Source: an optimization exercise on an open RTL-to-GDS flow (aim: small area and a short achievable clock period). Production flows keep margins and buffers that such runs may drop. Only simulation tests tie the RTL to the original design; equivalence was not proved. No activity file was given, so power comes from the tool's default toggle rates.

==> trial 52: inputs <==
==> flow/design.v <==
package mips_pkg;
    typedef logic [31:0] word_t;       
    typedef logic [4:0]  reg_addr_t;   
    typedef logic [5:0]  alu_op_t;     
    localparam logic [5:0] OPC_RTYPE = 6'h00;
    localparam logic [5:0] OPC_ADDI  = 6'h08;
    localparam logic [5:0] OPC_SLTI  = 6'h0a;
    localparam logic [5:0] OPC_ANDI  = 6'h0c;
    localparam logic [5:0] OPC_ORI   = 6'h0d;
    localparam logic [5:0] OPC_SW    = 6'h2b;
    localparam alu_op_t FN_ADD = 6'h20;
    localparam alu_op_t FN_SUB = 6'h22;
    localparam alu_op_t FN_AND = 6'h24;
    localparam alu_op_t FN_OR  = 6'h25;
    localparam alu_op_t FN_XOR = 6'h26;
    localparam alu_op_t FN_NOR = 6'h27;
    localparam alu_op_t FN_SLT = 6'h2a;
endpackage
`timescale 1ns/1ps
module mips_issue_ex
    (
        input  logic                clk,
        input  logic                reset,
        input  logic                instr_valid_i,
        input  mips_pkg::word_t     instr_i,
        input  logic                flush_i,
        output logic                result_valid_o,
        output mips_pkg::reg_addr_t result_dest_o,
        output mips_pkg::word_t     result_o,
        output logic                mem_wr_o,
        output mips_pkg::word_t     mem_addr_o,
        output mips_pkg::word_t     mem_wdata_o
    );
    logic [5:0]  opcode;
    logic [5:0]  funct;
    logic [4:0]  rs, rt, rd, dest;
    logic        is_r, r_ok, i_ok, is_sw, wr;
    logic        d_add, d_sub, d_and, d_or, d_xor, d_nor, d_slt;
    assign opcode = instr_i[31:26];
    assign funct  = instr_i[5:0];
    assign rs     = instr_i[25:21];
    assign rt     = instr_i[20:16];
    assign rd     = instr_i[15:11];
    assign is_r  = (opcode == mips_pkg::OPC_RTYPE);
    assign is_sw = (opcode == mips_pkg::OPC_SW);
    assign dest  = is_r ? rd : rt;
    always_comb
    begin
        d_add = 1'b0;
        d_sub = 1'b0;
        d_and = 1'b0;
        d_or  = 1'b0;
        d_xor = 1'b0;
        d_nor = 1'b0;
        d_slt = 1'b0;
        r_ok  = 1'b0;
        i_ok  = 1'b0;
        if (is_r)
        begin
            case (funct)
                mips_pkg::FN_ADD: begin d_add = 1'b1; r_ok = 1'b1; end
                mips_pkg::FN_SUB: begin d_sub = 1'b1; r_ok = 1'b1; end
                mips_pkg::FN_AND: begin d_and = 1'b1; r_ok = 1'b1; end
                mips_pkg::FN_OR:  begin d_or  = 1'b1; r_ok = 1'b1; end
                mips_pkg::FN_XOR: begin d_xor = 1'b1; r_ok = 1'b1; end
                mips_pkg::FN_NOR: begin d_nor = 1'b1; r_ok = 1'b1; end
                mips_pkg::FN_SLT: begin d_slt = 1'b1; r_ok = 1'b1; end
                default: ;
            endcase
        end
        else
        begin
            case (opcode)
                mips_pkg::OPC_ADDI: begin d_add = 1'b1; i_ok = 1'b1; end
                mips_pkg::OPC_SLTI: begin d_slt = 1'b1; i_ok = 1'b1; end
                mips_pkg::OPC_ANDI: begin d_and = 1'b1; i_ok = 1'b1; end
                mips_pkg::OPC_ORI:  begin d_or  = 1'b1; i_ok = 1'b1; end
                mips_pkg::OPC_SW:   d_add = 1'b1;
                default: ;
            endcase
        end
    end
    assign wr = (r_ok || i_ok) && (dest != '0);   
    mips_pkg::word_t rf [1:31];   
    mips_pkg::word_t rf_wd;
    logic            res_we;
    assign res_we = result_valid_o;   
    assign rf_wd  = result_o & {32{~reset}};
    for (genvar i = 1; i < 32; i++)
    begin : g_rf
        always_ff @(posedge clk)
            if (reset || (res_we && (result_dest_o == i)))
                rf[i] <= rf_wd;
    end
    mips_pkg::word_t rd_a, rd_b, op_a_d, op_b_d;
    logic            wt_a, wt_b;
    always_comb
    begin
        rd_a = '0;
        rd_b = '0;
        for (int i = 1; i < 32; i++)
        begin
            rd_a = rd_a | (rf[i] & {32{rs == i}});
            rd_b = rd_b | (rf[i] & {32{rt == i}});
        end
    end
    assign wt_a   = res_we && (result_dest_o == rs);
    assign wt_b   = res_we && (result_dest_o == rt);
    assign op_a_d = wt_a ? result_o : rd_a;
    assign op_b_d = wt_b ? result_o : rd_b;
    logic                ex_we, ex_st;
    logic                ex_fwd_a, ex_fwd_b, ex_imm;
    logic                ex_add, ex_sub, ex_and, ex_or, ex_xor, ex_nor, ex_slt;
    mips_pkg::reg_addr_t ex_dest;
    mips_pkg::word_t     ex_a, ex_b;
    logic [15:0]         ex_simm;
    logic                accept;
    assign accept = instr_valid_i && !flush_i;
    always_ff @(posedge clk or posedge reset)
    begin
        if (reset)
        begin
            ex_we <= 1'b0;
            ex_st <= 1'b0;
        end
        else
        begin
            ex_we <= accept && wr;
            ex_st <= accept && is_sw;
        end
    end
    always_ff @(posedge clk)
    begin
        ex_fwd_a <= ex_we && (ex_dest == rs);
        ex_fwd_b <= ex_we && (ex_dest == rt);
        ex_imm   <= !is_r;
        ex_add   <= d_add;
        ex_sub   <= d_sub;
        ex_and   <= d_and;
        ex_or    <= d_or;
        ex_xor   <= d_xor;
        ex_nor   <= d_nor;
        ex_slt   <= d_slt;
        ex_dest  <= dest;
        ex_a     <= op_a_d;
        ex_b     <= op_b_d;
        ex_simm  <= instr_i[15:0];
    end
    mips_pkg::word_t op_a, op_rt, op_b, sum, logic_r, alu;
    logic            inv_b, lt;
    assign op_a  = ex_fwd_a ? result_o : ex_a;
    assign op_rt = ex_fwd_b ? result_o : ex_b;   
    assign op_b  = ex_imm ? {{16{ex_simm[15]}}, ex_simm} : op_rt;
    assign inv_b = ex_sub || ex_slt;
    assign sum   = op_a + (op_b ^ {32{inv_b}}) + {31'b0, inv_b};
    assign lt    = (op_a[31] ^ op_b[31]) ? op_a[31] : sum[31];
    assign logic_r = ({32{ex_and}} & (op_a & op_b))
                   | ({32{ex_or}}  & (op_a | op_b))
                   | ({32{ex_xor}} & (op_a ^ op_b))
                   | ({32{ex_nor}} & ~(op_a | op_b));
    assign alu = logic_r
               | ({32{ex_add || ex_sub}} & sum)
               | {31'b0, ex_slt && lt};
    always_ff @(posedge clk or posedge reset)
    begin
        if (reset)
        begin
            result_valid_o <= 1'b0;
            mem_wr_o       <= 1'b0;
        end
        else
        begin
            result_valid_o <= ex_we;
            mem_wr_o       <= ex_st;
        end
    end
    always_ff @(posedge clk)
    begin
        result_dest_o <= ex_dest;
        result_o      <= alu;
        mem_wdata_o   <= op_rt;
    end
    assign mem_addr_o = result_o;   
endmodule
==> flow/run.sh <==
#!/bin/bash
# synth_recipe.tcl (not shown) runs the flow's synth.tcl, then flattens the netlist and writes it again
# the make line also repeats each setting of config.mk as NAME=value (left out here)
make -C /OpenROAD-flow-scripts/flow DESIGN_CONFIG=/design/flow/config.mk WORK_HOME=/design/flow/orfs CLKGATE_MAP_FILE= SYNTH_SCRIPT=/design/flow/synth_recipe.tcl finish
==> flow/config.mk <==
export PLATFORM = sky130hd
export DESIGN_NAME = mips_issue_ex
export DESIGN_NICKNAME = mips_issue_ex
export VERILOG_FILES = /design/flow/design.v
export SDC_FILE = /design/flow/constraint.sdc
export NUM_CORES = 4
export LEC_CHECK = 0
export CAP_MARGIN = 20
export CORE_MARGIN = 2
export CORE_UTILIZATION = 30
export PLACE_DENSITY = 0.5
export SLEW_MARGIN = 20
==> flow/constraint.sdc <==
create_clock -name core_clock -period 5.5 [get_ports {clk}]
set_input_delay 1.1000 -clock core_clock [delete_from_list [all_inputs] [get_ports {clk}]]
set_output_delay 1.1000 -clock core_clock [all_outputs]
set_load 0.01 [all_outputs]
==> inputs of trial 23, as changes to trial 52 <==
--- a/flow/design.v
+++ b/flow/design.v
@@ -93,6 +93,5 @@
                 rf[i] <= rf_wd;
     end
-    mips_pkg::word_t rd_a, rd_b, op_a_d, op_b_d;
-    logic            wt_a, wt_b;
+    mips_pkg::word_t rd_a, rd_b;
     always_comb
     begin
@@ -105,16 +104,36 @@
         end
     end
-    assign wt_a   = res_we && (result_dest_o == rs);
-    assign wt_b   = res_we && (result_dest_o == rt);
-    assign op_a_d = wt_a ? result_o : rd_a;
-    assign op_b_d = wt_b ? result_o : rd_b;
     logic                ex_we, ex_st;
-    logic                ex_fwd_a, ex_fwd_b, ex_imm;
-    logic                ex_add, ex_sub, ex_and, ex_or, ex_xor, ex_nor, ex_slt;
+    logic                ex_inv, ex_arith, ex_and, ex_or, ex_xor, ex_nor, ex_slt;
     mips_pkg::reg_addr_t ex_dest;
-    mips_pkg::word_t     ex_a, ex_b;
-    logic [15:0]         ex_simm;
-    logic                accept;
-    assign accept = instr_valid_i && !flush_i;
+    mips_pkg::word_t     ex_a, ex_b, ex_s;
+    logic                accept, inv, use_imm;
+    logic                fxa, fxb, fwa, fwb;
+    mips_pkg::word_t     alu, alu0, alu1, sel, simm;
+    assign accept  = instr_valid_i && !flush_i;
+    assign inv     = d_sub || d_slt;
+    assign use_imm = !is_r;
+    assign simm    = {{16{instr_i[15]}}, instr_i[15:0]};
+    assign fxa = ex_we && (ex_dest == rs);
+    assign fxb = ex_we && (ex_dest == rt);
+    assign fwa = res_we && (result_dest_o == rs);
+    assign fwb = res_we && (result_dest_o == rt);
+    mips_pkg::word_t oth_a, oth_t, src_a, src_t, src_b;
+    mips_pkg::word_t a0, a1, t0, t1, b0, b1;
+    assign oth_a = fwa ? result_o : rd_a;
+    assign oth_t = fwb ? result_o : rd_b;
+    assign a0 = fxa ? alu0 : oth_a;
+    assign a1 = fxa ? alu1 : oth_a;
+    assign t0 = fxb ? alu0 : oth_t;
+    assign t1 = fxb ? alu1 : oth_t;
+    assign b0 = (use_imm ? simm : t0) ^ {32{inv}};
+    assign b1 = (use_imm ? simm : t1) ^ {32{inv}};
+    for (genvar i = 0; i < 32; i++)
+    begin : g_src
+        assign src_a[i] = sel[i] ? a1[i] : a0[i];
+        assign src_t[i] = sel[i] ? t1[i] : t0[i];
+        assign src_b[i] = sel[i] ? b1[i] : b0[i];
+        assign alu[i]   = sel[i] ? alu1[i] : alu0[i];
+    end
     always_ff @(posedge clk or posedge reset)
     begin
@@ -132,9 +151,6 @@
     always_ff @(posedge clk)
     begin
-        ex_fwd_a <= ex_we && (ex_dest == rs);
-        ex_fwd_b <= ex_we && (ex_dest == rt);
-        ex_imm   <= !is_r;
-        ex_add   <= d_add;
-        ex_sub   <= d_sub;
+        ex_inv   <= inv;
+        ex_arith <= d_add || d_sub;
         ex_and   <= d_and;
         ex_or    <= d_or;
@@ -143,23 +159,44 @@
         ex_slt   <= d_slt;
         ex_dest  <= dest;
-        ex_a     <= op_a_d;
-        ex_b     <= op_b_d;
-        ex_simm  <= instr_i[15:0];
-    end
-    mips_pkg::word_t op_a, op_rt, op_b, sum, logic_r, alu;
-    logic            inv_b, lt;
-    assign op_a  = ex_fwd_a ? result_o : ex_a;
-    assign op_rt = ex_fwd_b ? result_o : ex_b;   
-    assign op_b  = ex_imm ? {{16{ex_simm[15]}}, ex_simm} : op_rt;
-    assign inv_b = ex_sub || ex_slt;
-    assign sum   = op_a + (op_b ^ {32{inv_b}}) + {31'b0, inv_b};
-    assign lt    = (op_a[31] ^ op_b[31]) ? op_a[31] : sum[31];
-    assign logic_r = ({32{ex_and}} & (op_a & op_b))
-                   | ({32{ex_or}}  & (op_a | op_b))
-                   | ({32{ex_xor}} & (op_a ^ op_b))
-                   | ({32{ex_nor}} & ~(op_a | op_b));
-    assign alu = logic_r
-               | ({32{ex_add || ex_sub}} & sum)
-               | {31'b0, ex_slt && lt};
+        ex_a     <= src_a;
+        ex_b     <= src_b;
+        ex_s     <= src_t;
+    end
+    mips_pkg::word_t logic_r;
+    logic [31:0] kg [0:5];
+    logic [31:0] kp [0:5];
+    logic [31:0] hp, cy;
+    assign hp    = ex_a ^ ex_b;
+    assign kg[0] = (ex_a & ex_b) | {31'b0, hp[0] & ex_inv};
+    assign kp[0] = hp;
+    for (genvar l = 0; l < 5; l++)
+    begin : g_ks
+        for (genvar i = 0; i < 32; i++)
+        begin : g_bit
+            if (i >= (1 << l))
+            begin : g_op
+                assign kg[l+1][i] = kg[l][i] | (kp[l][i] & kg[l][i - (1 << l)]);
+                assign kp[l+1][i] = kp[l][i] & kp[l][i - (1 << l)];
+            end
+            else
+            begin : g_pass
+                assign kg[l+1][i] = kg[l][i];
+                assign kp[l+1][i] = kp[l][i];
+            end
+        end
+    end
+    assign cy  = {kg[5][30:0], ex_inv};
+    assign logic_r = ({32{ex_and}} & (ex_a & ex_b))
+                   | ({32{ex_or}}  & (ex_a | ex_b))
+                   | ({32{ex_xor}} & (ex_a ^ ex_b))
+                   | ({32{ex_nor}} & ~(ex_a | ex_b));
+    logic same_sign, lt0, lt1, early0;
+    assign same_sign = (ex_a[31] != ex_b[31]);
+    assign lt0       = same_sign ? hp[31] : ex_a[31];
+    assign lt1       = same_sign ? !hp[31] : ex_a[31];
+    assign early0    = ex_arith ? (hp[0] ^ ex_inv) : logic_r[0];
+    assign sel  = {cy[31:1], cy[31]};
+    assign alu0 = {(ex_arith ? hp[31:1] : logic_r[31:1]), (ex_slt ? lt0 : early0)};
+    assign alu1 = {(ex_arith ? ~hp[31:1] : logic_r[31:1]), (ex_slt ? lt1 : early0)};
     always_ff @(posedge clk or posedge reset)
     begin
@@ -179,5 +216,5 @@
         result_dest_o <= ex_dest;
         result_o      <= alu;
-        mem_wdata_o   <= op_rt;
+        mem_wdata_o   <= ex_s;
     end
     assign mem_addr_o = result_o;   
--- a/flow/config.mk
+++ b/flow/config.mk
@@ -8,5 +8,8 @@
 export CAP_MARGIN = 20
 export CORE_MARGIN = 2
-export CORE_UTILIZATION = 30
-export PLACE_DENSITY = 0.5
+export CORE_UTILIZATION = 45
+export CTS_CLUSTER_DIAMETER = 70
+export CTS_CLUSTER_SIZE = 20
+export PLACE_DENSITY = 0.6
+export SETUP_SLACK_MARGIN = 2.5
 export SLEW_MARGIN = 20
==> inputs of trial 6, as changes to trial 52 <==
--- a/flow/design.v
+++ b/flow/design.v
@@ -93,6 +93,5 @@
                 rf[i] <= rf_wd;
     end
-    mips_pkg::word_t rd_a, rd_b, op_a_d, op_b_d;
-    logic            wt_a, wt_b;
+    mips_pkg::word_t rd_a, rd_b;
     always_comb
     begin
@@ -105,10 +104,5 @@
         end
     end
-    assign wt_a   = res_we && (result_dest_o == rs);
-    assign wt_b   = res_we && (result_dest_o == rt);
-    assign op_a_d = wt_a ? result_o : rd_a;
-    assign op_b_d = wt_b ? result_o : rd_b;
     logic                ex_we, ex_st;
-    logic                ex_fwd_a, ex_fwd_b, ex_imm;
     logic                ex_add, ex_sub, ex_and, ex_or, ex_xor, ex_nor, ex_slt;
     mips_pkg::reg_addr_t ex_dest;
@@ -116,5 +110,13 @@
     logic [15:0]         ex_simm;
     logic                accept;
+    logic                fa1, fa2, fb1, fb2;
+    logic                sa_res, sa_prev, sa_reg;
+    logic                st_res, st_prev, st_reg;
+    logic                sb_res, sb_prev, sb_reg, sb_imm;
     assign accept = instr_valid_i && !flush_i;
+    assign fa1 = ex_we && (ex_dest == rs);
+    assign fb1 = ex_we && (ex_dest == rt);
+    assign fa2 = !fa1 && res_we && (result_dest_o == rs);
+    assign fb2 = !fb1 && res_we && (result_dest_o == rt);
     always_ff @(posedge clk or posedge reset)
     begin
@@ -132,24 +134,40 @@
     always_ff @(posedge clk)
     begin
-        ex_fwd_a <= ex_we && (ex_dest == rs);
-        ex_fwd_b <= ex_we && (ex_dest == rt);
-        ex_imm   <= !is_r;
-        ex_add   <= d_add;
-        ex_sub   <= d_sub;
-        ex_and   <= d_and;
-        ex_or    <= d_or;
-        ex_xor   <= d_xor;
-        ex_nor   <= d_nor;
-        ex_slt   <= d_slt;
-        ex_dest  <= dest;
-        ex_a     <= op_a_d;
-        ex_b     <= op_b_d;
-        ex_simm  <= instr_i[15:0];
-    end
-    mips_pkg::word_t op_a, op_rt, op_b, sum, logic_r, alu;
+        sa_res  <= fa1;
+        sa_prev <= fa2;
+        sa_reg  <= !fa1 && !fa2;
+        st_res  <= fb1;
+        st_prev <= fb2;
+        st_reg  <= !fb1 && !fb2;
+        sb_res  <= fb1 && is_r;
+        sb_prev <= fb2 && is_r;
+        sb_reg  <= !fb1 && !fb2 && is_r;
+        sb_imm  <= !is_r;
+        ex_add  <= d_add;
+        ex_sub  <= d_sub;
+        ex_and  <= d_and;
+        ex_or   <= d_or;
+        ex_xor  <= d_xor;
+        ex_nor  <= d_nor;
+        ex_slt  <= d_slt;
+        ex_dest <= dest;
+        ex_a    <= rd_a;
+        ex_b    <= rd_b;
+        ex_simm <= instr_i[15:0];
+    end
+    mips_pkg::word_t prev_q;   
+    mips_pkg::word_t op_a, op_rt, op_b, sum, logic_r, alu, simm;
     logic            inv_b, lt;
-    assign op_a  = ex_fwd_a ? result_o : ex_a;
-    assign op_rt = ex_fwd_b ? result_o : ex_b;   
-    assign op_b  = ex_imm ? {{16{ex_simm[15]}}, ex_simm} : op_rt;
+    assign simm  = {{16{ex_simm[15]}}, ex_simm};
+    assign op_a  = ({32{sa_res}}  & result_o)
+                 | ({32{sa_prev}} & prev_q)
+                 | ({32{sa_reg}}  & ex_a);
+    assign op_rt = ({32{st_res}}  & result_o)
+                 | ({32{st_prev}} & prev_q)
+                 | ({32{st_reg}}  & ex_b);   
+    assign op_b  = ({32{sb_res}}  & result_o)
+                 | ({32{sb_prev}} & prev_q)
+                 | ({32{sb_reg}}  & ex_b)
+                 | ({32{sb_imm}}  & simm);
     assign inv_b = ex_sub || ex_slt;
     assign sum   = op_a + (op_b ^ {32{inv_b}}) + {31'b0, inv_b};
@@ -179,4 +197,5 @@
         result_dest_o <= ex_dest;
         result_o      <= alu;
+        prev_q        <= result_o;
         mem_wdata_o   <= op_rt;
     end
--- a/flow/config.mk
+++ b/flow/config.mk
@@ -8,5 +8,7 @@
 export CAP_MARGIN = 20
 export CORE_MARGIN = 2
-export CORE_UTILIZATION = 30
-export PLACE_DENSITY = 0.5
+export CORE_UTILIZATION = 55
+export CTS_BUF_LIST = sky130_fd_sc_hd__clkbuf_8
+export PLACE_DENSITY = 0.7
+export SETUP_SLACK_MARGIN = 2.8
 export SLEW_MARGIN = 20
==> qor summary <==
Outcome: trial 6 no timing/DRC/antenna violations; trial 23 no timing/DRC/antenna violations; trial 52 no timing/DRC/antenna violations
Sequential element share of the synthesized area: trial 6 66.3%; trial 23 64.3%; trial 52 65.4%
Synthesized-area fraction occupied by adder cells: trial 6 2.34%; trial 23 1.58%; trial 52 2.36%
CP arrival: trial 6 4220 ps; trial 23 3730 ps; trial 52 5100 ps
Max FO, Critical Path: trial 6 3; trial 23 26; trial 52 10
Clock root cell: trial 6 sky130_fd_sc_hd__clkbuf_8; trial 23 sky130_fd_sc_hd__clkbuf_16; trial 52 sky130_fd_sc_hd__clkbuf_16
Routability congestion estimate from global placement: trial 6 1.00; trial 23 1.01; trial 52 1.00
Maximum operating frequency: trial 6 0.288 GHz; trial 23 0.323 GHz; trial 52 0.229 GHz
Clk Latency, worst-skew pair: trial 6 920 ps; trial 23 740 ps; trial 52 790 ps
Global-route track usage on met2: trial 6 66.7%; trial 23 62.7%; trial 52 43.1%
Cts bufs inserted: trial 6 186; trial 23 76; trial 52 120
Area of the core region: trial 6 91900 µm²; trial 23 115000 µm²; trial 52 167000 µm²
P_int: trial 6 15400 µW; trial 23 13900 µW; trial 52 15700 µW
Post CTS Setup Buffer Count: trial 6 220; trial 23 226; trial 52 0
Largest incremental delay on the critical path: trial 6 460 ps; trial 23 710 ps; trial 52 770 ps
Source of the worst register-to-register timing path: trial 6 result_o[0]; trial 23 ex_a[5]; trial 52 ex_fwd_b

==> re-timing with driven ports <==
In the flow no input, the clock included, has a driving cell. The finished layouts below were timed again as built, in two steps. Step 1: set_driving_cell puts a clkbuf_16 on clk and a buf_2 on each other input, an assumption about the parent block. Step 2 adds t to the input delays and takes it off the output delays; t is the mean of the earliest and latest rising clock arrival at the registers after step 1. Input paths then give back, and output paths get back, about the clock's delay inside the block. a / b / c = no drivers / after step 1 / after step 2; a / b = the first two.
| run | t, ns | setup slack, ns | worst hold slack (ns) | worst setup path after step 2 | latest minus earliest clock arrival (ns) |
|---|---|---|---|---|---|
| trial 52 | 0.849 | 1.124 / 1.124 / 0.643 | 0.350 / 0.350 / 0.350 | input to register | 0.052 / 0.053 |
| trial 23 | 0.797 | 2.407 / 2.412 / 1.657 | 0.325 / 0.325 / 0.325 | input to register | 0.051 / 0.051 |
| trial 6 | 0.949 | 2.029 / 2.029 / 1.519 | 0.205 / 0.158 / 0.352 | input to register | 0.081 / 0.081 |
After both steps every run listed still meets setup and hold. The setup slack of trial 23, which loses most, moves by +0.005 ns with the drivers and by -0.750 ns with both steps.
